Background: an optimization exercise with open tools, aiming at small area, a short achievable clock period and few clock cycles. Do not read the settings as production practice. In this exercise RTL edits were held to simulation tests only and were not proved equivalent to the original. No activity file was given, so power comes from the tool's default toggle rates.

==> design.v <==
package window_mac5_acc_pkg;
  typedef enum logic [1:0] {IDLE, ACCUM, DRAIN, OUT} state_t;
  localparam int DEF_WORD_WIDTH = 16;
  localparam int DEF_FRAC_BITS = 8;
endpackage
module mac_cs (
  input  logic [15:0] w,
  input  logic [18:0] x,
  input  logic [41:0] ss,
  input  logic [41:0] sc,
  output logic [41:0] ns,
  output logic [41:0] nc
);
  logic [7:0] one, two, neg;
  logic [20:0] xe;
  assign xe = {{2{x[18]}}, x};
  assign one[0] = w[0] ^ 1'b0;
  assign two[0] = (w[1] & ~w[0] & ~1'b0) | (~w[1] & w[0] & 1'b0);
  assign neg[0] = w[1];
  assign one[1] = w[2] ^ w[1];
  assign two[1] = (w[3] & ~w[2] & ~w[1]) | (~w[3] & w[2] & w[1]);
  assign neg[1] = w[3];
  assign one[2] = w[4] ^ w[3];
  assign two[2] = (w[5] & ~w[4] & ~w[3]) | (~w[5] & w[4] & w[3]);
  assign neg[2] = w[5];
  assign one[3] = w[6] ^ w[5];
  assign two[3] = (w[7] & ~w[6] & ~w[5]) | (~w[7] & w[6] & w[5]);
  assign neg[3] = w[7];
  assign one[4] = w[8] ^ w[7];
  assign two[4] = (w[9] & ~w[8] & ~w[7]) | (~w[9] & w[8] & w[7]);
  assign neg[4] = w[9];
  assign one[5] = w[10] ^ w[9];
  assign two[5] = (w[11] & ~w[10] & ~w[9]) | (~w[11] & w[10] & w[9]);
  assign neg[5] = w[11];
  assign one[6] = w[12] ^ w[11];
  assign two[6] = (w[13] & ~w[12] & ~w[11]) | (~w[13] & w[12] & w[11]);
  assign neg[6] = w[13];
  assign one[7] = w[14] ^ w[13];
  assign two[7] = (w[15] & ~w[14] & ~w[13]) | (~w[15] & w[14] & w[13]);
  assign neg[7] = w[15];
  logic [19:0] pp0;
  assign pp0 = ({20{one[0]}} & xe[19:0] | {20{two[0]}} & {xe[18:0], 1'b0}) ^ {20{neg[0]}};
  logic [19:0] pp1;
  assign pp1 = ({20{one[1]}} & xe[19:0] | {20{two[1]}} & {xe[18:0], 1'b0}) ^ {20{neg[1]}};
  logic [19:0] pp2;
  assign pp2 = ({20{one[2]}} & xe[19:0] | {20{two[2]}} & {xe[18:0], 1'b0}) ^ {20{neg[2]}};
  logic [19:0] pp3;
  assign pp3 = ({20{one[3]}} & xe[19:0] | {20{two[3]}} & {xe[18:0], 1'b0}) ^ {20{neg[3]}};
  logic [19:0] pp4;
  assign pp4 = ({20{one[4]}} & xe[19:0] | {20{two[4]}} & {xe[18:0], 1'b0}) ^ {20{neg[4]}};
  logic [19:0] pp5;
  assign pp5 = ({20{one[5]}} & xe[19:0] | {20{two[5]}} & {xe[18:0], 1'b0}) ^ {20{neg[5]}};
  logic [19:0] pp6;
  assign pp6 = ({20{one[6]}} & xe[19:0] | {20{two[6]}} & {xe[18:0], 1'b0}) ^ {20{neg[6]}};
  logic [19:0] pp7;
  assign pp7 = ({20{one[7]}} & xe[19:0] | {20{two[7]}} & {xe[18:0], 1'b0}) ^ {20{neg[7]}};
  logic t1, t2;
  logic t3, t4;
  logic t5, t6;
  logic t7, t8;
  logic t9, t10;
  logic t11, t12;
  logic t13, t14;
  logic t15, t16;
  logic t17, t18;
  logic t19, t20;
  logic t21, t22;
  logic t23, t24;
  logic t25, t26;
  logic t27, t28;
  logic t29, t30;
  logic t31, t32;
  logic t33, t34;
  logic t35, t36;
  logic t37, t38;
  logic t39, t40;
  logic t41, t42;
  logic t43, t44;
  logic t45, t46;
  logic t47, t48;
  logic t49, t50;
  logic t51, t52;
  logic t53, t54;
  logic t55, t56;
  logic t57, t58;
  logic t59, t60;
  logic t61, t62;
  logic t63, t64;
  logic t65, t66;
  logic t67, t68;
  logic t69, t70;
  logic t71, t72;
  logic t73, t74;
  logic t75, t76;
  logic t77, t78;
  logic t79, t80;
  logic t81, t82;
  logic t83, t84;
  logic t85, t86;
  logic t87, t88;
  logic t89, t90;
  logic t91, t92;
  logic t93, t94;
  logic t95, t96;
  logic t97, t98;
  logic t99, t100;
  logic t101, t102;
  logic t103, t104;
  logic t105, t106;
  logic t107, t108;
  logic t109, t110;
  logic t111, t112;
  logic t113, t114;
  logic t115, t116;
  logic t117, t118;
  logic t119, t120;
  logic t121, t122;
  logic t123, t124;
  logic t125, t126;
  logic t127, t128;
  logic t129, t130;
  logic t131, t132;
  logic t133, t134;
  logic t135, t136;
  logic t137, t138;
  logic t139, t140;
  logic t141, t142;
  logic t143, t144;
  logic t145, t146;
  logic t147, t148;
  logic t149, t150;
  logic t151, t152;
  logic t153, t154;
  logic t155, t156;
  logic t157, t158;
  logic t159, t160;
  logic t161, t162;
  logic t163, t164;
  logic t165, t166;
  logic t167, t168;
  logic t169, t170;
  logic t171, t172;
  logic t173, t174;
  logic t175, t176;
  logic t177, t178;
  logic t179, t180;
  logic t181, t182;
  logic t183, t184;
  logic t185, t186;
  logic t187, t188;
  logic t189, t190;
  logic t191, t192;
  logic t193, t194;
  logic t195, t196;
  logic t197, t198;
  logic t199, t200;
  logic t201, t202;
  logic t203, t204;
  logic t205, t206;
  logic t207, t208;
  logic t209, t210;
  logic t211, t212;
  logic t213, t214;
  logic t215, t216;
  logic t217, t218;
  logic t219, t220;
  logic t221, t222;
  logic t223, t224;
  logic t225, t226;
  logic t227, t228;
  logic t229, t230;
  logic t231, t232;
  logic t233, t234;
  logic t235, t236;
  logic t237, t238;
  logic t239, t240;
  logic t241, t242;
  logic t243, t244;
  logic t245, t246;
  logic t247, t248;
  logic t249, t250;
  logic t251, t252;
  logic t253, t254;
  logic t255, t256;
  logic t257, t258;
  logic t259, t260;
  logic t261, t262;
  logic t263, t264;
  logic t265, t266;
  logic t267, t268;
  logic t269, t270;
  logic t271, t272;
  logic t273, t274;
  logic t275, t276;
  logic t277, t278;
  logic t279, t280;
  logic t281, t282;
  logic t283, t284;
  logic t285, t286;
  logic t287, t288;
  logic t289, t290;
  logic t291, t292;
  logic t293, t294;
  logic t295, t296;
  logic t297, t298;
  logic t299, t300;
  logic t301, t302;
  logic t303, t304;
  logic t305, t306;
  logic t307, t308;
  logic t309, t310;
  logic t311, t312;
  logic t313, t314;
  logic t315, t316;
  logic t317, t318;
  logic t319, t320;
  logic t321, t322;
  logic t323, t324;
  logic t325, t326;
  logic t327, t328;
  logic t329, t330;
  logic t331, t332;
  logic t333, t334;
  logic t335, t336;
  logic t337, t338;
  logic t339, t340;
  logic t341, t342;
  logic t343, t344;
  logic t345, t346;
  logic t347, t348;
  logic t349, t350;
  logic t351, t352;
  logic t353, t354;
  logic t355, t356;
  logic t357, t358;
  logic t359, t360;
  logic t361, t362;
  logic t363, t364;
  logic t365, t366;
  logic t367, t368;
  logic t369, t370;
  logic t371, t372;
  logic t373, t374;
  logic t375, t376;
  logic t377, t378;
  logic t379, t380;
  logic t381, t382;
  logic t383, t384;
  logic t385, t386;
  logic t387, t388;
  logic t389, t390;
  logic t391, t392;
  logic t393, t394;
  logic t395, t396;
  assign t1 = ss[0] ^ sc[0] ^ neg[0];
  assign t2 = (ss[0] & sc[0]) | (ss[0] & neg[0]) | (sc[0] & neg[0]);
  assign ns[0] = pp0[0];
  assign nc[0] = t1;
  assign t3 = ss[1] ^ sc[1] ^ pp0[1];
  assign t4 = (ss[1] & sc[1]) | (ss[1] & pp0[1]) | (sc[1] & pp0[1]);
  assign ns[1] = t2;
  assign nc[1] = t3;
  assign t5 = ss[2] ^ sc[2] ^ neg[1];
  assign t6 = (ss[2] & sc[2]) | (ss[2] & neg[1]) | (sc[2] & neg[1]);
  assign t7 = pp0[2] ^ pp1[0] ^ t5;
  assign t8 = (pp0[2] & pp1[0]) | (pp0[2] & t5) | (pp1[0] & t5);
  assign ns[2] = t4;
  assign nc[2] = t7;
  assign t9 = ss[3] ^ sc[3] ^ pp0[3];
  assign t10 = (ss[3] & sc[3]) | (ss[3] & pp0[3]) | (sc[3] & pp0[3]);
  assign t11 = pp1[1] ^ t6 ^ t9;
  assign t12 = (pp1[1] & t6) | (pp1[1] & t9) | (t6 & t9);
  assign ns[3] = t8;
  assign nc[3] = t11;
  assign t13 = ss[4] ^ sc[4] ^ neg[2];
  assign t14 = (ss[4] & sc[4]) | (ss[4] & neg[2]) | (sc[4] & neg[2]);
  assign t15 = pp0[4] ^ pp1[2] ^ pp2[0];
  assign t16 = (pp0[4] & pp1[2]) | (pp0[4] & pp2[0]) | (pp1[2] & pp2[0]);
  assign t17 = t13 ^ t10 ^ t15;
  assign t18 = (t13 & t10) | (t13 & t15) | (t10 & t15);
  assign ns[4] = t12;
  assign nc[4] = t17;
  assign t19 = ss[5] ^ sc[5] ^ pp0[5];
  assign t20 = (ss[5] & sc[5]) | (ss[5] & pp0[5]) | (sc[5] & pp0[5]);
  assign t21 = pp1[3] ^ pp2[1] ^ t14;
  assign t22 = (pp1[3] & pp2[1]) | (pp1[3] & t14) | (pp2[1] & t14);
  assign t23 = t16 ^ t19 ^ t21;
  assign t24 = (t16 & t19) | (t16 & t21) | (t19 & t21);
  assign ns[5] = t18;
  assign nc[5] = t23;
  assign t25 = ss[6] ^ sc[6] ^ neg[3];
  assign t26 = (ss[6] & sc[6]) | (ss[6] & neg[3]) | (sc[6] & neg[3]);
  assign t27 = pp0[6] ^ pp1[4] ^ pp2[2];
  assign t28 = (pp0[6] & pp1[4]) | (pp0[6] & pp2[2]) | (pp1[4] & pp2[2]);
  assign t29 = pp3[0] ^ t25 ^ t20;
  assign t30 = (pp3[0] & t25) | (pp3[0] & t20) | (t25 & t20);
  assign t31 = t22 ^ t27 ^ t29;
  assign t32 = (t22 & t27) | (t22 & t29) | (t27 & t29);
  assign ns[6] = t24;
  assign nc[6] = t31;
  assign t33 = ss[7] ^ sc[7] ^ pp0[7];
  assign t34 = (ss[7] & sc[7]) | (ss[7] & pp0[7]) | (sc[7] & pp0[7]);
  assign t35 = pp1[5] ^ pp2[3] ^ pp3[1];
  assign t36 = (pp1[5] & pp2[3]) | (pp1[5] & pp3[1]) | (pp2[3] & pp3[1]);
  assign t37 = t26 ^ t28 ^ t33;
  assign t38 = (t26 & t28) | (t26 & t33) | (t28 & t33);
  assign t39 = t35 ^ t30 ^ t37;
  assign t40 = (t35 & t30) | (t35 & t37) | (t30 & t37);
  assign ns[7] = t32;
  assign nc[7] = t39;
  assign t41 = ss[8] ^ sc[8] ^ neg[4];
  assign t42 = (ss[8] & sc[8]) | (ss[8] & neg[4]) | (sc[8] & neg[4]);
  assign t43 = pp0[8] ^ pp1[6] ^ pp2[4];
  assign t44 = (pp0[8] & pp1[6]) | (pp0[8] & pp2[4]) | (pp1[6] & pp2[4]);
  assign t45 = pp3[2] ^ pp4[0] ^ t41;
  assign t46 = (pp3[2] & pp4[0]) | (pp3[2] & t41) | (pp4[0] & t41);
  assign t47 = t34 ^ t36 ^ t43;
  assign t48 = (t34 & t36) | (t34 & t43) | (t36 & t43);
  assign t49 = t45 ^ t38 ^ t47;
  assign t50 = (t45 & t38) | (t45 & t47) | (t38 & t47);
  assign ns[8] = t40;
  assign nc[8] = t49;
  assign t51 = ss[9] ^ sc[9] ^ pp0[9];
  assign t52 = (ss[9] & sc[9]) | (ss[9] & pp0[9]) | (sc[9] & pp0[9]);
  assign t53 = pp1[7] ^ pp2[5] ^ pp3[3];
  assign t54 = (pp1[7] & pp2[5]) | (pp1[7] & pp3[3]) | (pp2[5] & pp3[3]);
  assign t55 = pp4[1] ^ t42 ^ t44;
  assign t56 = (pp4[1] & t42) | (pp4[1] & t44) | (t42 & t44);
  assign t57 = t51 ^ t53 ^ t46;
  assign t58 = (t51 & t53) | (t51 & t46) | (t53 & t46);
  assign t59 = t55 ^ t48 ^ t57;
  assign t60 = (t55 & t48) | (t55 & t57) | (t48 & t57);
  assign ns[9] = t50;
  assign nc[9] = t59;
  assign t61 = ss[10] ^ sc[10] ^ neg[5];
  assign t62 = (ss[10] & sc[10]) | (ss[10] & neg[5]) | (sc[10] & neg[5]);
  assign t63 = pp0[10] ^ pp1[8] ^ pp2[6];
  assign t64 = (pp0[10] & pp1[8]) | (pp0[10] & pp2[6]) | (pp1[8] & pp2[6]);
  assign t65 = pp3[4] ^ pp4[2] ^ pp5[0];
  assign t66 = (pp3[4] & pp4[2]) | (pp3[4] & pp5[0]) | (pp4[2] & pp5[0]);
  assign t67 = t61 ^ t52 ^ t54;
  assign t68 = (t61 & t52) | (t61 & t54) | (t52 & t54);
  assign t69 = t63 ^ t65 ^ t56;
  assign t70 = (t63 & t65) | (t63 & t56) | (t65 & t56);
  assign t71 = t67 ^ t58 ^ t69;
  assign t72 = (t67 & t58) | (t67 & t69) | (t58 & t69);
  assign ns[10] = t60;
  assign nc[10] = t71;
  assign t73 = ss[11] ^ sc[11] ^ pp0[11];
  assign t74 = (ss[11] & sc[11]) | (ss[11] & pp0[11]) | (sc[11] & pp0[11]);
  assign t75 = pp1[9] ^ pp2[7] ^ pp3[5];
  assign t76 = (pp1[9] & pp2[7]) | (pp1[9] & pp3[5]) | (pp2[7] & pp3[5]);
  assign t77 = pp4[3] ^ pp5[1] ^ t62;
  assign t78 = (pp4[3] & pp5[1]) | (pp4[3] & t62) | (pp5[1] & t62);
  assign t79 = t64 ^ t66 ^ t73;
  assign t80 = (t64 & t66) | (t64 & t73) | (t66 & t73);
  assign t81 = t75 ^ t77 ^ t68;
  assign t82 = (t75 & t77) | (t75 & t68) | (t77 & t68);
  assign t83 = t79 ^ t70 ^ t81;
  assign t84 = (t79 & t70) | (t79 & t81) | (t70 & t81);
  assign ns[11] = t72;
  assign nc[11] = t83;
  assign t85 = ss[12] ^ sc[12] ^ neg[6];
  assign t86 = (ss[12] & sc[12]) | (ss[12] & neg[6]) | (sc[12] & neg[6]);
  assign t87 = pp0[12] ^ pp1[10] ^ pp2[8];
  assign t88 = (pp0[12] & pp1[10]) | (pp0[12] & pp2[8]) | (pp1[10] & pp2[8]);
  assign t89 = pp3[6] ^ pp4[4] ^ pp5[2];
  assign t90 = (pp3[6] & pp4[4]) | (pp3[6] & pp5[2]) | (pp4[4] & pp5[2]);
  assign t91 = pp6[0] ^ t85 ^ t74;
  assign t92 = (pp6[0] & t85) | (pp6[0] & t74) | (t85 & t74);
  assign t93 = t76 ^ t78 ^ t87;
  assign t94 = (t76 & t78) | (t76 & t87) | (t78 & t87);
  assign t95 = t89 ^ t91 ^ t80;
  assign t96 = (t89 & t91) | (t89 & t80) | (t91 & t80);
  assign t97 = t93 ^ t82 ^ t95;
  assign t98 = (t93 & t82) | (t93 & t95) | (t82 & t95);
  assign ns[12] = t84;
  assign nc[12] = t97;
  assign t99 = ss[13] ^ sc[13] ^ pp0[13];
  assign t100 = (ss[13] & sc[13]) | (ss[13] & pp0[13]) | (sc[13] & pp0[13]);
  assign t101 = pp1[11] ^ pp2[9] ^ pp3[7];
  assign t102 = (pp1[11] & pp2[9]) | (pp1[11] & pp3[7]) | (pp2[9] & pp3[7]);
  assign t103 = pp4[5] ^ pp5[3] ^ pp6[1];
  assign t104 = (pp4[5] & pp5[3]) | (pp4[5] & pp6[1]) | (pp5[3] & pp6[1]);
  assign t105 = t86 ^ t88 ^ t90;
  assign t106 = (t86 & t88) | (t86 & t90) | (t88 & t90);
  assign t107 = t99 ^ t101 ^ t103;
  assign t108 = (t99 & t101) | (t99 & t103) | (t101 & t103);
  assign t109 = t92 ^ t105 ^ t94;
  assign t110 = (t92 & t105) | (t92 & t94) | (t105 & t94);
  assign t111 = t107 ^ t96 ^ t109;
  assign t112 = (t107 & t96) | (t107 & t109) | (t96 & t109);
  assign ns[13] = t98;
  assign nc[13] = t111;
  assign t113 = ss[14] ^ sc[14] ^ neg[7];
  assign t114 = (ss[14] & sc[14]) | (ss[14] & neg[7]) | (sc[14] & neg[7]);
  assign t115 = pp0[14] ^ pp1[12] ^ pp2[10];
  assign t116 = (pp0[14] & pp1[12]) | (pp0[14] & pp2[10]) | (pp1[12] & pp2[10]);
  assign t117 = pp3[8] ^ pp4[6] ^ pp5[4];
  assign t118 = (pp3[8] & pp4[6]) | (pp3[8] & pp5[4]) | (pp4[6] & pp5[4]);
  assign t119 = pp6[2] ^ pp7[0] ^ t113;
  assign t120 = (pp6[2] & pp7[0]) | (pp6[2] & t113) | (pp7[0] & t113);
  assign t121 = t100 ^ t102 ^ t104;
  assign t122 = (t100 & t102) | (t100 & t104) | (t102 & t104);
  assign t123 = t115 ^ t117 ^ t119;
  assign t124 = (t115 & t117) | (t115 & t119) | (t117 & t119);
  assign t125 = t106 ^ t121 ^ t108;
  assign t126 = (t106 & t121) | (t106 & t108) | (t121 & t108);
  assign t127 = t123 ^ t110 ^ t125;
  assign t128 = (t123 & t110) | (t123 & t125) | (t110 & t125);
  assign ns[14] = t112;
  assign nc[14] = t127;
  assign t129 = ss[15] ^ sc[15] ^ pp0[15];
  assign t130 = (ss[15] & sc[15]) | (ss[15] & pp0[15]) | (sc[15] & pp0[15]);
  assign t131 = pp1[13] ^ pp2[11] ^ pp3[9];
  assign t132 = (pp1[13] & pp2[11]) | (pp1[13] & pp3[9]) | (pp2[11] & pp3[9]);
  assign t133 = pp4[7] ^ pp5[5] ^ pp6[3];
  assign t134 = (pp4[7] & pp5[5]) | (pp4[7] & pp6[3]) | (pp5[5] & pp6[3]);
  assign t135 = pp7[1] ^ t114 ^ t116;
  assign t136 = (pp7[1] & t114) | (pp7[1] & t116) | (t114 & t116);
  assign t137 = t118 ^ t129 ^ t131;
  assign t138 = (t118 & t129) | (t118 & t131) | (t129 & t131);
  assign t139 = t133 ^ t120 ^ t122;
  assign t140 = (t133 & t120) | (t133 & t122) | (t120 & t122);
  assign t141 = t135 ^ t137 ^ t124;
  assign t142 = (t135 & t137) | (t135 & t124) | (t137 & t124);
  assign t143 = t139 ^ t126 ^ t141;
  assign t144 = (t139 & t126) | (t139 & t141) | (t126 & t141);
  assign ns[15] = t128;
  assign nc[15] = t143;
  assign t145 = ss[16] ^ sc[16] ^ pp0[16];
  assign t146 = (ss[16] & sc[16]) | (ss[16] & pp0[16]) | (sc[16] & pp0[16]);
  assign t147 = pp1[14] ^ pp2[12] ^ pp3[10];
  assign t148 = (pp1[14] & pp2[12]) | (pp1[14] & pp3[10]) | (pp2[12] & pp3[10]);
  assign t149 = pp4[8] ^ pp5[6] ^ pp6[4];
  assign t150 = (pp4[8] & pp5[6]) | (pp4[8] & pp6[4]) | (pp5[6] & pp6[4]);
  assign t151 = pp7[2] ^ t130 ^ t132;
  assign t152 = (pp7[2] & t130) | (pp7[2] & t132) | (t130 & t132);
  assign t153 = t134 ^ t145 ^ t147;
  assign t154 = (t134 & t145) | (t134 & t147) | (t145 & t147);
  assign t155 = t149 ^ t136 ^ t151;
  assign t156 = (t149 & t136) | (t149 & t151) | (t136 & t151);
  assign t157 = t138 ^ t153 ^ t140;
  assign t158 = (t138 & t153) | (t138 & t140) | (t153 & t140);
  assign t159 = t155 ^ t142 ^ t157;
  assign t160 = (t155 & t142) | (t155 & t157) | (t142 & t157);
  assign ns[16] = t144;
  assign nc[16] = t159;
  assign t161 = ss[17] ^ sc[17] ^ pp0[17];
  assign t162 = (ss[17] & sc[17]) | (ss[17] & pp0[17]) | (sc[17] & pp0[17]);
  assign t163 = pp1[15] ^ pp2[13] ^ pp3[11];
  assign t164 = (pp1[15] & pp2[13]) | (pp1[15] & pp3[11]) | (pp2[13] & pp3[11]);
  assign t165 = pp4[9] ^ pp5[7] ^ pp6[5];
  assign t166 = (pp4[9] & pp5[7]) | (pp4[9] & pp6[5]) | (pp5[7] & pp6[5]);
  assign t167 = pp7[3] ^ t146 ^ t148;
  assign t168 = (pp7[3] & t146) | (pp7[3] & t148) | (t146 & t148);
  assign t169 = t150 ^ t161 ^ t163;
  assign t170 = (t150 & t161) | (t150 & t163) | (t161 & t163);
  assign t171 = t165 ^ t152 ^ t167;
  assign t172 = (t165 & t152) | (t165 & t167) | (t152 & t167);
  assign t173 = t154 ^ t169 ^ t156;
  assign t174 = (t154 & t169) | (t154 & t156) | (t169 & t156);
  assign t175 = t171 ^ t158 ^ t173;
  assign t176 = (t171 & t158) | (t171 & t173) | (t158 & t173);
  assign ns[17] = t160;
  assign nc[17] = t175;
  assign t177 = ss[18] ^ sc[18] ^ pp0[18];
  assign t178 = (ss[18] & sc[18]) | (ss[18] & pp0[18]) | (sc[18] & pp0[18]);
  assign t179 = pp1[16] ^ pp2[14] ^ pp3[12];
  assign t180 = (pp1[16] & pp2[14]) | (pp1[16] & pp3[12]) | (pp2[14] & pp3[12]);
  assign t181 = pp4[10] ^ pp5[8] ^ pp6[6];
  assign t182 = (pp4[10] & pp5[8]) | (pp4[10] & pp6[6]) | (pp5[8] & pp6[6]);
  assign t183 = pp7[4] ^ t162 ^ t164;
  assign t184 = (pp7[4] & t162) | (pp7[4] & t164) | (t162 & t164);
  assign t185 = t166 ^ t177 ^ t179;
  assign t186 = (t166 & t177) | (t166 & t179) | (t177 & t179);
  assign t187 = t181 ^ t168 ^ t183;
  assign t188 = (t181 & t168) | (t181 & t183) | (t168 & t183);
  assign t189 = t170 ^ t185 ^ t172;
  assign t190 = (t170 & t185) | (t170 & t172) | (t185 & t172);
  assign t191 = t187 ^ t174 ^ t189;
  assign t192 = (t187 & t174) | (t187 & t189) | (t174 & t189);
  assign ns[18] = t176;
  assign nc[18] = t191;
  assign t193 = 1'b1 ^ ss[19] ^ sc[19];
  assign t194 = (1'b1 & ss[19]) | (1'b1 & sc[19]) | (ss[19] & sc[19]);
  assign t195 = t193 ^ ~pp0[19] ^ pp1[17];
  assign t196 = (t193 & ~pp0[19]) | (t193 & pp1[17]) | (~pp0[19] & pp1[17]);
  assign t197 = pp2[15] ^ pp3[13] ^ pp4[11];
  assign t198 = (pp2[15] & pp3[13]) | (pp2[15] & pp4[11]) | (pp3[13] & pp4[11]);
  assign t199 = pp5[9] ^ pp6[7] ^ pp7[5];
  assign t200 = (pp5[9] & pp6[7]) | (pp5[9] & pp7[5]) | (pp6[7] & pp7[5]);
  assign t201 = t178 ^ t180 ^ t182;
  assign t202 = (t178 & t180) | (t178 & t182) | (t180 & t182);
  assign t203 = t195 ^ t197 ^ t199;
  assign t204 = (t195 & t197) | (t195 & t199) | (t197 & t199);
  assign t205 = t184 ^ t201 ^ t186;
  assign t206 = (t184 & t201) | (t184 & t186) | (t201 & t186);
  assign t207 = t203 ^ t188 ^ t205;
  assign t208 = (t203 & t188) | (t203 & t205) | (t188 & t205);
  assign t209 = t190 ^ t207;
  assign t210 = t190 & t207;
  assign ns[19] = t209;
  assign nc[19] = t192;
  assign t211 = 1'b1 ^ ss[20] ^ sc[20];
  assign t212 = (1'b1 & ss[20]) | (1'b1 & sc[20]) | (ss[20] & sc[20]);
  assign t213 = t194 ^ t211 ^ pp1[18];
  assign t214 = (t194 & t211) | (t194 & pp1[18]) | (t211 & pp1[18]);
  assign t215 = pp2[16] ^ pp3[14] ^ pp4[12];
  assign t216 = (pp2[16] & pp3[14]) | (pp2[16] & pp4[12]) | (pp3[14] & pp4[12]);
  assign t217 = pp5[10] ^ pp6[8] ^ pp7[6];
  assign t218 = (pp5[10] & pp6[8]) | (pp5[10] & pp7[6]) | (pp6[8] & pp7[6]);
  assign t219 = t196 ^ t198 ^ t200;
  assign t220 = (t196 & t198) | (t196 & t200) | (t198 & t200);
  assign t221 = t213 ^ t215 ^ t217;
  assign t222 = (t213 & t215) | (t213 & t217) | (t215 & t217);
  assign t223 = t202 ^ t219 ^ t204;
  assign t224 = (t202 & t219) | (t202 & t204) | (t219 & t204);
  assign t225 = t221 ^ t206 ^ t223;
  assign t226 = (t221 & t206) | (t221 & t223) | (t206 & t223);
  assign t227 = t208 ^ t225;
  assign t228 = t208 & t225;
  assign ns[20] = t210;
  assign nc[20] = t227;
  assign t229 = ss[21] ^ sc[21] ^ t212;
  assign t230 = (ss[21] & sc[21]) | (ss[21] & t212) | (sc[21] & t212);
  assign t231 = t229 ^ ~pp1[19] ^ pp2[17];
  assign t232 = (t229 & ~pp1[19]) | (t229 & pp2[17]) | (~pp1[19] & pp2[17]);
  assign t233 = pp3[15] ^ pp4[13] ^ pp5[11];
  assign t234 = (pp3[15] & pp4[13]) | (pp3[15] & pp5[11]) | (pp4[13] & pp5[11]);
  assign t235 = pp6[9] ^ pp7[7] ^ t214;
  assign t236 = (pp6[9] & pp7[7]) | (pp6[9] & t214) | (pp7[7] & t214);
  assign t237 = t216 ^ t218 ^ t231;
  assign t238 = (t216 & t218) | (t216 & t231) | (t218 & t231);
  assign t239 = t233 ^ t220 ^ t235;
  assign t240 = (t233 & t220) | (t233 & t235) | (t220 & t235);
  assign t241 = t222 ^ t237 ^ t224;
  assign t242 = (t222 & t237) | (t222 & t224) | (t237 & t224);
  assign t243 = t239 ^ t226 ^ t241;
  assign t244 = (t239 & t226) | (t239 & t241) | (t226 & t241);
  assign ns[21] = t228;
  assign nc[21] = t243;
  assign t245 = 1'b1 ^ ss[22] ^ sc[22];
  assign t246 = (1'b1 & ss[22]) | (1'b1 & sc[22]) | (ss[22] & sc[22]);
  assign t247 = t245 ^ t230 ^ pp2[18];
  assign t248 = (t245 & t230) | (t245 & pp2[18]) | (t230 & pp2[18]);
  assign t249 = pp3[16] ^ pp4[14] ^ pp5[12];
  assign t250 = (pp3[16] & pp4[14]) | (pp3[16] & pp5[12]) | (pp4[14] & pp5[12]);
  assign t251 = pp6[10] ^ pp7[8] ^ t232;
  assign t252 = (pp6[10] & pp7[8]) | (pp6[10] & t232) | (pp7[8] & t232);
  assign t253 = t234 ^ t247 ^ t249;
  assign t254 = (t234 & t247) | (t234 & t249) | (t247 & t249);
  assign t255 = t236 ^ t251 ^ t238;
  assign t256 = (t236 & t251) | (t236 & t238) | (t251 & t238);
  assign t257 = t253 ^ t240 ^ t255;
  assign t258 = (t253 & t240) | (t253 & t255) | (t240 & t255);
  assign t259 = t242 ^ t257;
  assign t260 = t242 & t257;
  assign ns[22] = t259;
  assign nc[22] = t244;
  assign t261 = ss[23] ^ sc[23] ^ t246;
  assign t262 = (ss[23] & sc[23]) | (ss[23] & t246) | (sc[23] & t246);
  assign t263 = t261 ^ ~pp2[19] ^ pp3[17];
  assign t264 = (t261 & ~pp2[19]) | (t261 & pp3[17]) | (~pp2[19] & pp3[17]);
  assign t265 = pp4[15] ^ pp5[13] ^ pp6[11];
  assign t266 = (pp4[15] & pp5[13]) | (pp4[15] & pp6[11]) | (pp5[13] & pp6[11]);
  assign t267 = pp7[9] ^ t248 ^ t250;
  assign t268 = (pp7[9] & t248) | (pp7[9] & t250) | (t248 & t250);
  assign t269 = t263 ^ t265 ^ t252;
  assign t270 = (t263 & t265) | (t263 & t252) | (t265 & t252);
  assign t271 = t267 ^ t254 ^ t269;
  assign t272 = (t267 & t254) | (t267 & t269) | (t254 & t269);
  assign t273 = t256 ^ t271 ^ t258;
  assign t274 = (t256 & t271) | (t256 & t258) | (t271 & t258);
  assign ns[23] = t260;
  assign nc[23] = t273;
  assign t275 = 1'b1 ^ ss[24] ^ sc[24];
  assign t276 = (1'b1 & ss[24]) | (1'b1 & sc[24]) | (ss[24] & sc[24]);
  assign t277 = t275 ^ t262 ^ pp3[18];
  assign t278 = (t275 & t262) | (t275 & pp3[18]) | (t262 & pp3[18]);
  assign t279 = pp4[16] ^ pp5[14] ^ pp6[12];
  assign t280 = (pp4[16] & pp5[14]) | (pp4[16] & pp6[12]) | (pp5[14] & pp6[12]);
  assign t281 = pp7[10] ^ t264 ^ t266;
  assign t282 = (pp7[10] & t264) | (pp7[10] & t266) | (t264 & t266);
  assign t283 = t277 ^ t279 ^ t268;
  assign t284 = (t277 & t279) | (t277 & t268) | (t279 & t268);
  assign t285 = t281 ^ t270 ^ t283;
  assign t286 = (t281 & t270) | (t281 & t283) | (t270 & t283);
  assign t287 = t272 ^ t285;
  assign t288 = t272 & t285;
  assign ns[24] = t287;
  assign nc[24] = t274;
  assign t289 = ss[25] ^ sc[25] ^ t276;
  assign t290 = (ss[25] & sc[25]) | (ss[25] & t276) | (sc[25] & t276);
  assign t291 = t289 ^ ~pp3[19] ^ pp4[17];
  assign t292 = (t289 & ~pp3[19]) | (t289 & pp4[17]) | (~pp3[19] & pp4[17]);
  assign t293 = pp5[15] ^ pp6[13] ^ pp7[11];
  assign t294 = (pp5[15] & pp6[13]) | (pp5[15] & pp7[11]) | (pp6[13] & pp7[11]);
  assign t295 = t278 ^ t280 ^ t291;
  assign t296 = (t278 & t280) | (t278 & t291) | (t280 & t291);
  assign t297 = t293 ^ t282 ^ t295;
  assign t298 = (t293 & t282) | (t293 & t295) | (t282 & t295);
  assign t299 = t284 ^ t297 ^ t286;
  assign t300 = (t284 & t297) | (t284 & t286) | (t297 & t286);
  assign ns[25] = t288;
  assign nc[25] = t299;
  assign t301 = 1'b1 ^ ss[26] ^ sc[26];
  assign t302 = (1'b1 & ss[26]) | (1'b1 & sc[26]) | (ss[26] & sc[26]);
  assign t303 = t301 ^ t290 ^ pp4[18];
  assign t304 = (t301 & t290) | (t301 & pp4[18]) | (t290 & pp4[18]);
  assign t305 = pp5[16] ^ pp6[14] ^ pp7[12];
  assign t306 = (pp5[16] & pp6[14]) | (pp5[16] & pp7[12]) | (pp6[14] & pp7[12]);
  assign t307 = t292 ^ t294 ^ t303;
  assign t308 = (t292 & t294) | (t292 & t303) | (t294 & t303);
  assign t309 = t305 ^ t296 ^ t307;
  assign t310 = (t305 & t296) | (t305 & t307) | (t296 & t307);
  assign t311 = t298 ^ t309;
  assign t312 = t298 & t309;
  assign ns[26] = t311;
  assign nc[26] = t300;
  assign t313 = ss[27] ^ sc[27] ^ t302;
  assign t314 = (ss[27] & sc[27]) | (ss[27] & t302) | (sc[27] & t302);
  assign t315 = t313 ^ ~pp4[19] ^ pp5[17];
  assign t316 = (t313 & ~pp4[19]) | (t313 & pp5[17]) | (~pp4[19] & pp5[17]);
  assign t317 = pp6[15] ^ pp7[13] ^ t304;
  assign t318 = (pp6[15] & pp7[13]) | (pp6[15] & t304) | (pp7[13] & t304);
  assign t319 = t306 ^ t315 ^ t317;
  assign t320 = (t306 & t315) | (t306 & t317) | (t315 & t317);
  assign t321 = t308 ^ t319 ^ t310;
  assign t322 = (t308 & t319) | (t308 & t310) | (t319 & t310);
  assign ns[27] = t312;
  assign nc[27] = t321;
  assign t323 = 1'b1 ^ ss[28] ^ sc[28];
  assign t324 = (1'b1 & ss[28]) | (1'b1 & sc[28]) | (ss[28] & sc[28]);
  assign t325 = t323 ^ t314 ^ pp5[18];
  assign t326 = (t323 & t314) | (t323 & pp5[18]) | (t314 & pp5[18]);
  assign t327 = pp6[16] ^ pp7[14] ^ t316;
  assign t328 = (pp6[16] & pp7[14]) | (pp6[16] & t316) | (pp7[14] & t316);
  assign t329 = t325 ^ t318 ^ t327;
  assign t330 = (t325 & t318) | (t325 & t327) | (t318 & t327);
  assign t331 = t320 ^ t329;
  assign t332 = t320 & t329;
  assign ns[28] = t331;
  assign nc[28] = t322;
  assign t333 = ss[29] ^ sc[29] ^ t324;
  assign t334 = (ss[29] & sc[29]) | (ss[29] & t324) | (sc[29] & t324);
  assign t335 = t333 ^ ~pp5[19] ^ pp6[17];
  assign t336 = (t333 & ~pp5[19]) | (t333 & pp6[17]) | (~pp5[19] & pp6[17]);
  assign t337 = pp7[15] ^ t326 ^ t335;
  assign t338 = (pp7[15] & t326) | (pp7[15] & t335) | (t326 & t335);
  assign t339 = t328 ^ t337 ^ t330;
  assign t340 = (t328 & t337) | (t328 & t330) | (t337 & t330);
  assign ns[29] = t332;
  assign nc[29] = t339;
  assign t341 = 1'b1 ^ ss[30] ^ sc[30];
  assign t342 = (1'b1 & ss[30]) | (1'b1 & sc[30]) | (ss[30] & sc[30]);
  assign t343 = t341 ^ t334 ^ pp6[18];
  assign t344 = (t341 & t334) | (t341 & pp6[18]) | (t334 & pp6[18]);
  assign t345 = pp7[16] ^ t336 ^ t343;
  assign t346 = (pp7[16] & t336) | (pp7[16] & t343) | (t336 & t343);
  assign t347 = t338 ^ t345;
  assign t348 = t338 & t345;
  assign ns[30] = t347;
  assign nc[30] = t340;
  assign t349 = ss[31] ^ sc[31] ^ t342;
  assign t350 = (ss[31] & sc[31]) | (ss[31] & t342) | (sc[31] & t342);
  assign t351 = t349 ^ ~pp6[19] ^ pp7[17];
  assign t352 = (t349 & ~pp6[19]) | (t349 & pp7[17]) | (~pp6[19] & pp7[17]);
  assign t353 = t344 ^ t351 ^ t346;
  assign t354 = (t344 & t351) | (t344 & t346) | (t351 & t346);
  assign ns[31] = t348;
  assign nc[31] = t353;
  assign t355 = 1'b1 ^ ss[32] ^ sc[32];
  assign t356 = (1'b1 & ss[32]) | (1'b1 & sc[32]) | (ss[32] & sc[32]);
  assign t357 = t355 ^ t350 ^ pp7[18];
  assign t358 = (t355 & t350) | (t355 & pp7[18]) | (t350 & pp7[18]);
  assign t359 = t352 ^ t357;
  assign t360 = t352 & t357;
  assign ns[32] = t359;
  assign nc[32] = t354;
  assign t361 = ss[33] ^ sc[33] ^ t356;
  assign t362 = (ss[33] & sc[33]) | (ss[33] & t356) | (sc[33] & t356);
  assign t363 = t361 ^ ~pp7[19] ^ t358;
  assign t364 = (t361 & ~pp7[19]) | (t361 & t358) | (~pp7[19] & t358);
  assign ns[33] = t360;
  assign nc[33] = t363;
  assign t365 = 1'b1 ^ ss[34] ^ sc[34];
  assign t366 = (1'b1 & ss[34]) | (1'b1 & sc[34]) | (ss[34] & sc[34]);
  assign t367 = t365 ^ t362;
  assign t368 = t365 & t362;
  assign ns[34] = t367;
  assign nc[34] = t364;
  assign t369 = 1'b1 ^ ss[35] ^ sc[35];
  assign t370 = (1'b1 & ss[35]) | (1'b1 & sc[35]) | (ss[35] & sc[35]);
  assign t371 = t366 ^ t369;
  assign t372 = t366 & t369;
  assign ns[35] = t371;
  assign nc[35] = t368;
  assign t373 = 1'b1 ^ ss[36] ^ sc[36];
  assign t374 = (1'b1 & ss[36]) | (1'b1 & sc[36]) | (ss[36] & sc[36]);
  assign t375 = t370 ^ t373;
  assign t376 = t370 & t373;
  assign ns[36] = t372;
  assign nc[36] = t375;
  assign t377 = 1'b1 ^ ss[37] ^ sc[37];
  assign t378 = (1'b1 & ss[37]) | (1'b1 & sc[37]) | (ss[37] & sc[37]);
  assign t379 = t374 ^ t377;
  assign t380 = t374 & t377;
  assign ns[37] = t376;
  assign nc[37] = t379;
  assign t381 = 1'b1 ^ ss[38] ^ sc[38];
  assign t382 = (1'b1 & ss[38]) | (1'b1 & sc[38]) | (ss[38] & sc[38]);
  assign t383 = t378 ^ t381;
  assign t384 = t378 & t381;
  assign ns[38] = t380;
  assign nc[38] = t383;
  assign t385 = 1'b1 ^ ss[39] ^ sc[39];
  assign t386 = (1'b1 & ss[39]) | (1'b1 & sc[39]) | (ss[39] & sc[39]);
  assign t387 = t382 ^ t385;
  assign t388 = t382 & t385;
  assign ns[39] = t384;
  assign nc[39] = t387;
  assign t389 = 1'b1 ^ ss[40] ^ sc[40];
  assign t390 = (1'b1 & ss[40]) | (1'b1 & sc[40]) | (ss[40] & sc[40]);
  assign t391 = t386 ^ t389;
  assign t392 = t386 & t389;
  assign ns[40] = t388;
  assign nc[40] = t391;
  assign t393 = 1'b1 ^ ss[41] ^ sc[41];
  assign t394 = (1'b1 & ss[41]) | (1'b1 & sc[41]) | (ss[41] & sc[41]);
  assign t395 = t390 ^ t393;
  assign t396 = t390 & t393;
  assign ns[41] = t392;
  assign nc[41] = t395;
endmodule
import window_mac5_acc_pkg::*;
module window_mac5_acc #(
  parameter int WORD_WIDTH = window_mac5_acc_pkg::DEF_WORD_WIDTH,
  parameter int FRAC_BITS  = window_mac5_acc_pkg::DEF_FRAC_BITS,
  parameter int CNT_WIDTH  = 8
) (
  input  logic                  clk,
  input  logic                  rst,
  input  logic                  w_load,
  input  logic [2:0]            w_idx,
  input  logic [WORD_WIDTH-1:0] w_data,
  input  logic                  start,
  input  logic [CNT_WIDTH-1:0]  acc_len,
  input  logic                  in_valid,
  input  logic [WORD_WIDTH-1:0] data_in_0,
  input  logic [WORD_WIDTH-1:0] data_in_1,
  input  logic [WORD_WIDTH-1:0] data_in_2,
  input  logic [WORD_WIDTH-1:0] data_in_3,
  input  logic [WORD_WIDTH-1:0] data_in_4,
  output logic                  busy,
  output logic                  out_valid,
  output logic [WORD_WIDTH-1:0] out_data
);
  localparam int XW = WORD_WIDTH + 3;             
  localparam int SW = 2 * WORD_WIDTH + CNT_WIDTH + 2;   
  localparam logic [CNT_WIDTH-1:0] DONE_CNT = CNT_WIDTH'(-6);
  logic [4:0][WORD_WIDTH-1:0] weight;
  logic [4:0][WORD_WIDTH-1:0] window;
  logic [4:0][XW-1:0] x_sum;
  logic [4:0] ring;
  logic [XW-1:0] xr, x_sel;
  logic [WORD_WIDTH-1:0] wr, w_sel;
  logic [SW-1:0] acc_s, acc_c, nxt_s, nxt_c, total;
  logic [CNT_WIDTH-1:0] cnt;
  logic accum;
  logic go, accept, last, fire;
  logic [SW-FRAC_BITS-1:0] rounded;
  logic [WORD_WIDTH-1:0] result;
  assign window = {data_in_4, data_in_3, data_in_2, data_in_1, data_in_0};
  assign go = !busy && start && acc_len != '0;
  assign accept = accum && in_valid;
  assign last = accept && cnt == CNT_WIDTH'(1);
  assign fire = busy && !accum && cnt == DONE_CNT;
  always_comb begin
    x_sel = '0;
    w_sel = '0;
    for (int i = 0; i < 5; i++) begin
      x_sel = x_sel | ({XW{ring[i]}} & x_sum[i]);
      w_sel = w_sel | ({WORD_WIDTH{ring[i]}} & weight[i]);
    end
  end
  mac_cs u_mac (
    .w(wr),
    .x(xr),
    .ss(acc_s),
    .sc(acc_c),
    .ns(nxt_s),
    .nc(nxt_c)
  );
  assign total = acc_s + acc_c;
  assign rounded = total[SW-1:FRAC_BITS];
  always_comb begin
    if (&rounded[SW-FRAC_BITS-1:WORD_WIDTH-1] || ~|rounded[SW-FRAC_BITS-1:WORD_WIDTH-1])
      result = rounded[WORD_WIDTH-1:0];
    else
      result = {rounded[SW-FRAC_BITS-1], {(WORD_WIDTH-1){~rounded[SW-FRAC_BITS-1]}}};
  end
  always_ff @(posedge clk) begin
    for (int i = 0; i < 5; i++)
      x_sum[i] <= ((busy && !ring[i]) ? x_sum[i] : XW'(0))
                + (accept ? XW'($signed(window[i])) : XW'(0));
    xr <= busy ? x_sel : '0;
    wr <= w_sel;
    acc_s <= busy ? nxt_s : SW'(1 << (FRAC_BITS - 1));
    acc_c <= busy ? nxt_c : '0;
    cnt <= busy ? cnt - CNT_WIDTH'(!accum || in_valid) : acc_len;
    if (rst) begin
      ring <= 5'b00001;
      busy <= 1'b0;
      accum <= 1'b0;
      out_valid <= 1'b0;
      out_data <= '0;
      for (int i = 0; i < 5; i++) weight[i] <= '0;
    end else begin
      ring <= {ring[3:0], ring[4]};
      busy <= busy ? !fire : go;
      accum <= accum ? !last : go;
      out_valid <= fire;
      if (fire) out_data <= result;
      if (!busy && w_load && w_idx < 3'd5) weight[w_idx] <= w_data;
    end
  end
endmodule
==> run.sh <==
#!/bin/bash
# synth_recipe.tcl (not shown) runs the flow's synth.tcl, then flattens the netlist and writes it again
# the make line also repeats each setting of config.mk as NAME=value (left out here)
make -C /OpenROAD-flow-scripts/flow DESIGN_CONFIG=/design/flow/config.mk WORK_HOME=/design/flow/orfs CLKGATE_MAP_FILE= SYNTH_SCRIPT=/design/flow/synth_recipe.tcl finish
==> config.mk <==
export PLATFORM = sky130hd
export DESIGN_NAME = window_mac5_acc
export DESIGN_NICKNAME = window_mac5_acc
export VERILOG_FILES = /design/flow/design.v
export SDC_FILE = /design/flow/constraint.sdc
export NUM_CORES = 4
export LEC_CHECK = 0
export CAP_MARGIN = 20
export CORE_MARGIN = 2
export CORE_UTILIZATION = 60
export SETUP_SLACK_MARGIN = 4.3
export SLEW_MARGIN = 20
==> constraint.sdc <==
create_clock -name core_clock -period 7.5 [get_ports {clk}]
set_input_delay 1.5000 -clock core_clock [delete_from_list [all_inputs] [get_ports {clk}]]
set_output_delay 1.5000 -clock core_clock [all_outputs]
set_load 0.01 [all_outputs]
==> flow_metrics.env, run 1 <==
export IMPL_path_cells="buf_8 -> nor2b_1 -> a31oi_2 -> o221ai_4 -> fa_2 -> inv_2 -> fa_1 -> inv_2 -> fa_2 -> inv_2 -> fa_1 -> fa_2 -> and2_4"
export IMPL_status="finished clean"
export IMPL_synth_cells=3534
export IMPL_synth_area_um2=27880
export IMPL_final_hold_violation_count=0
export IMPL_yosys_area_share_xor_xnor_pct=4.460
export IMPL_pwr_density_cell_nw_per_um2=147.9
export IMPL_cts_tree="yes"
export IMPL_irDropWorstVdd_uv=239.0
export IMPL_filler_cell_count=2476
export IMPL_numPortBuffers=129
export IMPL_rows=78
export IMPL_worstPathMaxFanout=33
export IMPL_drt_initial_drc_count=4209
export IMPL_fin_skew_ns=0.02961
export IMPL_cp_slowest_stage_delay_ns=0.60
export IMPL_finalMaxSlewViolations=0
export IMPL_required_ns=8.03
export IMPL_layout_common_cells="292 x nor2_1, 291 x dfxtp_1, 261 x nand2_1"
export IMPL_final_common_cell="nor2_1"
export IMPL_yosysSeqAreaShare_pct=23.41
export IMPL_clk_pin_slew_ns=0.06
export IMPL_cts_hold_buf=0
export IMPL_die_height_um=219.6
export IMPL_cp_slowest_cell="nor2b_1"
export IMPL_drcViolationCount=0
export IMPL_synth_seq_cells=326
export IMPL_die_area_um2=48210
export IMPL_hpwl_um=59770
export IMPL_fin_total_pwr_uw=5663
export IMPL_pin_count=130
export IMPL_power_leakage_uw=0.01563
export IMPL_place_inst=4028
export IMPL_drive_above_1_share_pct=29.19
export IMPL_grt_use_total_pct=41.56
export IMPL_setup_viol=0
export IMPL_drt_first_pass_iters=9
export IMPL_synthSimpleGateAreaFrac_pct=19.56
export IMPL_post_synth_cell_area_avg_um2=7.890
export IMPL_reg2reg_depth=13
export IMPL_cts_buffers=39
export IMPL_met2_usage_pct=68.09
export IMPL_synth_ff_type="dfxtp_1"
export IMPL_ys_types=74
export IMPL_die_x_um=219.6
export IMPL_min_path_type="flop to flop"
export IMPL_clkLatencyLatePin_ns=0.61
export IMPL_grt_pass1_vias=28350
export IMPL_wirelength_um=115500
export IMPL_core_area_um2=45580
export IMPL_clock_sinks=326
export IMPL_setup_tns_final_ns=0
export IMPL_wire_per_inst_um=25.82
export IMPL_synth_nets=3984
export IMPL_syn_to_final_growth_pct=37.33
export IMPL_ys_top_cells_by_area="dfxtp_1 23%, fa_1 12%, ha_1 7.5%"
export IMPL_grtUsageMet1_pct=49.56
export IMPL_nNetsFinal=4291
export IMPL_floorplan_initialDensity_pct=61.18
export IMPL_overflow=0
export IMPL_cp_arrival_ns=4.71
export IMPL_timing_fmax_ghz=0.2395
export IMPL_busiest_layer="met2"
export IMPL_viasPerCell=6.784
export IMPL_place_congestion=0.8958
export IMPL_ant_nets=0
export IMPL_antenna_found_initial=2
export IMPL_crit_type="flop to flop"
export IMPL_grt_max_degree=89
export IMPL_ys_async_sr_fraction_pct=0
export IMPL_yosysTopAreaCell="dfxtp_1"
export IMPL_worst_pin_slew_ns=1.018
export IMPL_synth_top_family_by_area="compound AO/OA/AOI/OAI gates"
export IMPL_fin_cells=4473
export IMPL_root_buffer="clkbuf_16"
export IMPL_startpoint_type="flop"
export IMPL_end_kind="flop"
export IMPL_synth_adder_area_share_pct=21.96
export IMPL_cap_violations=0
export IMPL_muxShareOfSynthArea_pct=0.1526
export IMPL_relSlewSlack_pct=31.54
export IMPL_whs_ns=0.4827
export IMPL_rsz0062_at_grt="true"
export IMPL_period_share_pct=55.66
export IMPL_clockBufferDepth=3
export IMPL_via_count=30350
export IMPL_synth_warnings=1
export IMPL_met3_usage_pct=8.530
export IMPL_htreeDepth=2
export IMPL_hold_path_depth=2
export IMPL_synth_compound_area_share_pct=22.41
export IMPL_fin_crit_ns=4.175
export IMPL_grt_pass1_wl_um=156300
export IMPL_synth_top_area_share_pct=23.41
export IMPL_synth_edff_count=0
[per-stage QoR]
stage | cell area, µm² | util [%] | setup WS (ns)
after floorplan | 28880 | - | 3.460
after global placement | 29920 | 65.64 | 2.557
after detailed placement | 29920 | 65.65 | 2.340
after CTS | 36090 | 79.19 | 3.788
after global routing | 38290 | 84.01 | 3.344
final | 38290 | 84.02 | 3.325
[kinds of logic (layout without fill, tap and decap cells)]
logic type | count (synthesis) | after routing
XOR/XNOR | 142 | 142
adder cells (fa/ha/maj) | 399 | 399
buffers and inverters | 593 | 926
AND/OR/NAND/NOR | 1128 | 1132
AO/OA/AOI/OAI | 942 | 942
other | 0 | 2
flip-flops | 326 | 326
multiplexers | 4 | 4
[area by class of cell]
type | count | area (µm²) | area share, %
diodes | 2 | 5.005 | 0.01307
clock buffers | 54 | 1154 | 3.013
clock inverters | 17 | 276.5 | 0.7221
inverters | 306 | 1194 | 3.117
multi-input cells | 2619 | 22280 | 58.19
flip-flops and latches | 326 | 6613 | 17.27
well taps | 600 | 750.7 | 1.961
repair buffers | 548 | 6011 | 15.70
repair inverters | 1 | 7.507 | 0.01961
[cells in the mapped netlist, drive strengths merged, types with 12 or more instances]
cell type  instances
a22oi            155
ha               167
nor3              67
o221ai            21
clkbuf           243
o22ai             65
a21boi            25
nand2            287
o21a              15
a31oi             21
inv              304
nand2b            24
a21o              31
a221oi            24
maj3              61
a21oi            248
nand3             39
nor2             317
xnor2             82
a222oi            35
nor2b             73
and3              89
o211ai            26
nor4              12
buf               44
and2             181
o21ai            182
xor2              60
dfxtp            326
a2111oi           21
fa               171
a211oi            20
[critical path: cells and delay by family (launching register included)]
kind                     cells  cell delay [ns]
AO/OA/AOI/OAI                2             0.53
adder cells (fa/ha/maj)      5             2.06
buffers and inverters        4             0.41
flip-flops                   1             0.36
AND/OR/NAND/NOR              2             0.72
[path summary, 6_finish.rpt]
path | slack (ns) | from | to
worst max-delay path | 3.33 | xr[14] | acc_c[21]
worst min-delay path | 0.48 | weight[37] | wr[5]
worst max register to register | 3.33 | xr[14] | acc_c[21]
worst min register to register | 0.48 | weight[37] | wr[5]
[layer usage]
| layer | vias to the layer above | part of all wire [%] |
|---|---|---|
| li1 | 12830 | - |
| met5 | - | 0 |
| met3 | 852 | 12 |
| met1 | 14220 | 34 |
| met4 | 0 | 9.6 |
| met2 | 2443 | 44 |
[registers in the layout (all words and copies together), names as in the netlist]
register,count
out_valid,1
x_sum,95
acc_s,42
weight,80
acc_c,42
ring,5
wr,16
cnt,8
accum,1
xr,19
busy,1
out_data,16
[where the power goes]
| part | total [µW] | switching [µW] | internal [µW] |
|---|---|---|---|
| clock | 2140 | 873 | 1270 |
| sequential | 1900 | 73.9 | 1830 |
| combinational | 1620 | 913 | 712 |
| total | 5660 | 1860 | 3800 |
[repair_timing]
item,in CTS,in global routing
pin swaps,228,208
endpoints found under the setup margin,226,195
resized for setup,537,343
buffers inserted,243,96
gates cloned,27,6
Testbench counts, summed over its fixed seeds: cycles 16,757.
==> run 2: changes to the inputs <==
--- a/config.mk
+++ b/config.mk
@@ -9,4 +9,4 @@
 export CORE_MARGIN = 2
-export CORE_UTILIZATION = 60
-export SETUP_SLACK_MARGIN = 4.3
+export CORE_UTILIZATION = 40
+export SETUP_SLACK_MARGIN = 0.3
 export SLEW_MARGIN = 20
==> flow_metrics.env, run 2 <==
export IMPL_filler_cell_count=6834
export IMPL_synth_nets=3984
export IMPL_ys_top_cells_by_area="dfxtp_1 23%, fa_1 12%, ha_1 7.5%"
export IMPL_synth_cells=3534
export IMPL_layout_common_cells="316 x nor2_1, 316 x dfxtp_1, 304 x inv_1"
export IMPL_multiInputGateArea_um2=19130
export IMPL_drt_initial_drc_count=2223
export IMPL_synth_area_um2=27880
export IMPL_grt_pass1_wl_um=124400
export IMPL_regArea_um2=6546
export IMPL_irDropWorstVdd_uv=151.3
export IMPL_relSlewSlack_pct=29.64
export IMPL_final_hold_violation_count=0
export IMPL_viasPerCell=5.473
export IMPL_antenna_found_initial=0
export IMPL_ys_types=74
export IMPL_drcViolationCount=0
export IMPL_yosysSeqAreaShare_pct=23.41
export IMPL_syn_to_final_growth_pct=11.46
export IMPL_end_kind="flop"
export IMPL_path_cells="buf_4 -> nand2_1 -> nor2_1 -> a211oi_1 -> o21ai_0 -> fa_1 -> inv_1 -> fa_1 -> inv_1 -> fa_1 -> fa_1 -> inv_1 -> fa_1 -> and2_1"
export IMPL_wire_per_inst_um=17.45
export IMPL_cp_common_cell="fa_1"
export IMPL_fin_skew_ns=0.05031
export IMPL_finalMaxSlewViolations=0
export IMPL_pwr_density_cell_nw_per_um2=162.1
export IMPL_rows=96
export IMPL_clock_sinks=326
export IMPL_grt_pass1_vias=22600
export IMPL_power_leakage_uw=0.01291
export IMPL_wirelength_um=77480
export IMPL_cp_slowest_cell="dfxtp_1"
export IMPL_synth_top_area_share_pct=23.41
export IMPL_ant_nets=0
export IMPL_via_count=24290
export IMPL_worstReg2RegStart="wr[4]"
export IMPL_grt_max_degree=104
export IMPL_core_area_um2=68830
export IMPL_yosysTopAreaCell="dfxtp_1"
export IMPL_post_cts_buffers=0
export IMPL_clkLatencyLatePin_ns=0.60
export IMPL_pin_count=130
export IMPL_cp_arrival_ns=5.30
export IMPL_synth_seq_cells=326
export IMPL_grt_use_total_pct=21.56
export IMPL_crit_type="flop to flop"
export IMPL_ys_async_sr_fraction_pct=0
export IMPL_numPortBuffers=129
export IMPL_worstPathMaxFanout=30
export IMPL_synth_edff_count=0
export IMPL_drt_first_pass_iters=8
export IMPL_period_share_pct=64.68
export IMPL_cts_tree="yes"
export IMPL_hpwl_um=55350
export IMPL_min_path_type="flop to flop"
export IMPL_startpoint="wr[4]"
export IMPL_die_x_um=268.0
export IMPL_worst_pin_slew_ns=1.054
export IMPL_overflow=0
export IMPL_cts_buffers=40
export IMPL_startpoint_type="flop"
export IMPL_fin_crit_ns=4.851
export IMPL_place_congestion=0.8631
export IMPL_die_height_um=268.0
export IMPL_setup_tns_final_ns=0
export IMPL_cts_resized=0
export IMPL_largest_registers="x_sum x95, weight x80"
export IMPL_post_synth_cell_area_avg_um2=7.890
export IMPL_ys_top_cells_by_count="326 x dfxtp_1, 317 x nor2_1, 304 x inv_1"
export IMPL_status="finished clean"
export IMPL_root_buffer="clkbuf_16"
export IMPL_timing_fmax_ghz=0.2061
export IMPL_drive_above_1_share_pct=4.732
export IMPL_cts_hold_buf=0
export IMPL_clk_pin_slew_ns=0.06
export IMPL_largest_register_ffs=95
export IMPL_hold_path_startpoint="weight[39]"
export IMPL_required_ns=7.95
export IMPL_synth_most_common_cell="dfxtp_1"
export IMPL_synth_warnings=1
export IMPL_nNetsFinal=3928
export IMPL_largest_register="x_sum"
export IMPL_htreeDepth=2
export IMPL_rsz0062_at_grt="false"
export IMPL_die_area_um2=71830
export IMPL_floorplan_initialDensity_pct=40.51
export IMPL_whs_ns=0.4870
export IMPL_cp_slowest_stage_delay_ns=1.01
export IMPL_clockBufferDepth=3
export IMPL_diodes=0
export IMPL_cap_violations=0
export IMPL_synth_ff_type="dfxtp_1"
export IMPL_setup_viol=0
## run 2: final timing paths
kind	slack, ns	to	depth (start not counted)
worst max-delay path	2.65	acc_c[23]	14
worst min-delay path	0.49	wr[7]	2
worst max register to register	2.65	acc_c[23]	14
worst min register to register	0.49	wr[7]	2
## run 2: worst max-delay path, delay by kind of cell, from the launching register on
family | cells | cell delay [ns]
simple gates | 3 | 0.56
compound gates | 2 | 0.53
fa+ha+maj | 5 | 2.05
buf+inv | 4 | 0.56
flops | 1 | 1.01
## run 2: cell type report
class / count / share of cell area, %
clock buffer: 56 / 3.704
tap: 931 / 3.748
timing repair buffer: 189 / 5.580
multi-input combinational: 2615 / 61.57
inverter: 306 / 3.696
clock inverter: 16 / 0.6401
sequential: 326 / 21.06
## run 2: layer usage
layer / track usage, % / wire length, µm / vias to the layer above
met2: 34.25 / 34740 / 694
li1: - / - / 12080
met4: 5.481 / 1666 / 0
met1: 30.77 / 36390 / 11430
met5: 0 / 0 / -
met3: 2.877 / 4688 / 96
## run 2: cells by family after synthesis
family,Yosys count,share of synthesized area [%]
flops,326,23.41
mux,4,0.1526
xor+xnor,142,4.460
simple gates,1128,19.56
compound gates,942,22.41
buf+inv,593,8.050
fa+ha+maj,399,21.96
## run 2: per-stage QoR
step | utilization (%) | total power (µW) | instances | cell area, µm² | setup slack (ns)
after floorplan | - | 2770 | 3534 | 27880 | 3.035
after global routing | 45.15 | 5355 | 4439 | 31080 | 2.312
final | 45.15 | 5038 | 4439 | 31080 | 2.649
after detailed placement | 43.19 | 3104 | 4367 | 29720 | 2.064
after global placement | 43.19 | 3087 | 4367 | 29720 | 2.166
after CTS | 45.15 | 5105 | 4439 | 31070 | 2.693
## run 2: report_power, final
group | internal (µW) | switching, µW | leakage (µW) | total, µW
Combinational | 488 | 690 | 0.00959 | 1180
Sequential | 1830 | 62.0 | 0.00265 | 1890
Clock | 1150 | 815 | 0.000670 | 1970

-- port drivers added, routing unchanged --
The results above use ideal ports. As a check the final layouts listed here were re-extracted and re-timed, cells and wires unchanged. Step 1 assumes that a clkbuf_16 drives the clock port and a buf_2 every other input. Step 2 times the ports against the registers' clock, not the clock port: input delays grow and output delays shrink by t, the midpoint of the rising clock arrivals with the driver on. Three values: ideal, step 1, step 2; two values: the first two.
run	shift t [ns]	slack for setup (ns)	slew at the worst register clock pin (ns)
run 1	0.663	3.325 / 3.289 / 2.626	0.07 / 0.07
run 2	0.641	2.649 / 2.649 / 2.076	0.07 / 0.07
After both steps every run listed still meets setup and hold. For run 1, which loses most, drivers alone change the setup slack by -0.036 ns; drivers and shift together by -0.699 ns.
